This design comes from an exercise in tuning for small area, a short achievable clock period and few clock cycles per item on the open sky130 flow, not from production work.
The RTL was checked by simulation tests, not by an equivalence proof against the original design.
Power and IR drop assume default switching activity.

oak:
// calendar_time_to_rtc_registers_unit
module calendar_time_to_rtc_registers_unit (
    input  wire logic                 i_clk,
    input  wire logic                 i_rst_n,
    input  wire logic                 i_in_valid,
    output logic                      o_in_stall,
    input  wire logic [37:0]          i_in_item,
    output logic                      o_out_valid,
    input  wire logic                 i_out_stall,
    output logic      [41:0]          o_out_item
);
Size in the first run: ~670 cells after synthesis, about 86 I/O pins, roughly 0.0043 mm^2 of cells after synthesis.
clock: 6.0 ns
lec_check: 0
cap_margin: 20
core_margin: 2
core_utilization: 40
slew_margin: 20
standard.sh (not shown) runs the stock make flow with config.mk's settings and CLKGATE_MAP_FILE= SYNTH_SCRIPT=/design/flow/synth_recipe.tcl, a recipe that flattens the netlist after the stock synthesis.
==> flow/flow/run.sh <==
#!/bin/bash
# Layout flow: the standard synthesis; then the combinational logic is
# mapped again by ABC (registers, their names and cell types are kept as the
# standard synthesis made them): the cones that drive the outputs with one
# delay target, the rest with another; then the standard layout from
# floorplan to finish, with the settings in params.sh.
set -euo pipefail
F=$(pwd)/flow
R=orfs/results/$FLOW_PLATFORM/calendar_time_to_rtc_registers_unit/base
LIB=$FLOW_HOME/platforms/$FLOW_PLATFORM/lib/sky130_fd_sc_hd__tt_025C_1v80.lib
D_OUT=1200
D_IN=2000
FINISH_ARGS=()
[ -f $F/params.sh ] && source $F/params.sh

bash standard.sh synth > synth.log 2>&1

cp $R/1_2_yosys.v std_1_2_yosys.v
python3 $F/mkcells.py $LIB std_1_2_yosys.v cells.v > mkcells.log 2>&1
sed "s/@D@/$D_OUT/" $F/map.abc.in > map_out.abc
sed "s/@D@/$D_IN/" $F/map.abc.in > map_in.abc
FF=$(grep -o "sky130_fd_sc_hd__[a-z0-9_]*df[a-z0-9_]*" std_1_2_yosys.v | sort -u | sed 's/^/:-/' | tr -d '\n')
ABC="abc -liberty $LIB $(cat $F/du.txt) -constr $F/abc.constr"
yosys -l resynth.log -p "read_verilog cells.v; read_verilog std_1_2_yosys.v; hierarchy -top $FLOW_TOP; flatten; techmap; opt -fast -purge; select -set outc o:o_out_item o:o_in_stall %u o:o_out_valid %u %ci*$FF; select -set outg @outc t:\$_* %i; $ABC -script map_out.abc @outg; select -clear; $ABC -script map_in.abc; opt_clean -purge; hilomap -singleton -hicell sky130_fd_sc_hd__conb_1 HI -locell sky130_fd_sc_hd__conb_1 LO; insbuf -buf sky130_fd_sc_hd__buf_4 A X; splitnets; opt_clean -purge; hierarchy -top $FLOW_TOP; stat -liberty $LIB; write_verilog -noattr -noexpr -nohex -nodec -selected resynth.v" > /dev/null 2>&1
python3 $F/checkregs.py std_1_2_yosys.v resynth.v > checkregs.log 2>&1
cp resynth.v $R/1_2_yosys.v
rm -f $R/1_synth.odb $R/1_synth.sdc
bash standard.sh "${FINISH_ARGS[@]}" finish > finish.log 2>&1
==> flow/flow/map.abc.in <==
strash
dch -f
if -K 6
mfs2
strash
dch -f
map -D @D@
topo
==> flow/flow/params.sh <==
FINISH_ARGS=(BUFFER_PORTS_ARGS="-buffer_cell sky130_fd_sc_hd__buf_2" SETUP_SLACK_MARGIN=2.6)
Other scripts of this flow, unchanged in this note and not shown: flow/flow/abc.constr, flow/flow/checkregs.py, flow/flow/du.txt, flow/flow/mkcells.py
oak reached the end of the flow, and the finished layout is clean on the timing, DRC and antenna checks.
Testbench counts of oak, summed over its fixed seeds: cycles 16,008, items 16,000.
Edits applied to the flow inputs when going from oak to pine:
--- a/flow/flow/run.sh
+++ b/flow/flow/run.sh
@@ -12,2 +12,3 @@
 D_IN=2000
+SIZE=0
 FINISH_ARGS=()
@@ -19,4 +20,9 @@
 python3 $F/mkcells.py $LIB std_1_2_yosys.v cells.v > mkcells.log 2>&1
-sed "s/@D@/$D_OUT/" $F/map.abc.in > map_out.abc
-sed "s/@D@/$D_IN/" $F/map.abc.in > map_in.abc
+mkscript() {  # delay target, output file
+  local sz=""
+  [ "$SIZE" = 1 ] && sz="buffer -p\nupsize -D $1\ndnsize -D $1"
+  sed -e "s/@D@/$1/" -e "s/@SIZE@/$sz/" $F/map.abc.in > $2
+}
+mkscript $D_OUT map_out.abc
+mkscript $D_IN map_in.abc
 FF=$(grep -o "sky130_fd_sc_hd__[a-z0-9_]*df[a-z0-9_]*" std_1_2_yosys.v | sort -u | sed 's/^/:-/' | tr -d '\n')
--- a/flow/flow/map.abc.in
+++ b/flow/flow/map.abc.in
@@ -8 +8,2 @@
 topo
+@SIZE@
==> flow/flow/params.sh <==
SIZE=1
FINISH_ARGS=(BUFFER_PORTS_ARGS="-buffer_cell sky130_fd_sc_hd__buf_2")
==> results.txt <==
- Taking oak as the reference, in pine post-layout worst setup margin has decreased; post-cts resize count has decreased; area of combinational cells with multiple inputs has decreased; sequential power has remained practically unchanged.
- When pine is set beside oak, its final critical path time including I/O delays and setup turns out to be 0.26 ns larger.
- pine against oak: hold slack picked up an extra 0.058 ns, total wire length decreased 15%, cell area lower, vertical die dimension went up 2.7%, fraction of area in registers increased by 5.1 points relative to the old numbers.
- Routed length per instance in pine is 1.5 um below oak.

what the ideal ports hide:
How much do the figures lean on ideal ports? The routed layouts below were timed once more, with nothing changed but the port constraints.
Step 1 (the two cells are an assumption about what drives the block):
set clk [get_ports {i_clk}]
set_driving_cell -lib_cell sky130_fd_sc_hd__clkbuf_16 $clk
set_driving_cell -lib_cell sky130_fd_sc_hd__buf_2 [delete_from_list [all_inputs] $clk]
Step 2 moves the port delays by t, midway between the first and last clock arrival at a register: inputs arrive t later, outputs are due t later. That takes back most of the time a late clock gives input paths.
Three values: ideal, step 1, step 2; two values: the first two.
run	t (ns)	setup slack, ns	clock arrival spread, ns
oak	0.319	2.287 / 2.223 / 1.905	0.007 / 0.007
pine	0.319	2.030 / 2.038 / 1.719	0.004 / 0.004
After both steps every run listed still meets setup and hold. The setup slack of oak, which loses most, moves by -0.064 ns with the drivers and by -0.382 ns with both steps.
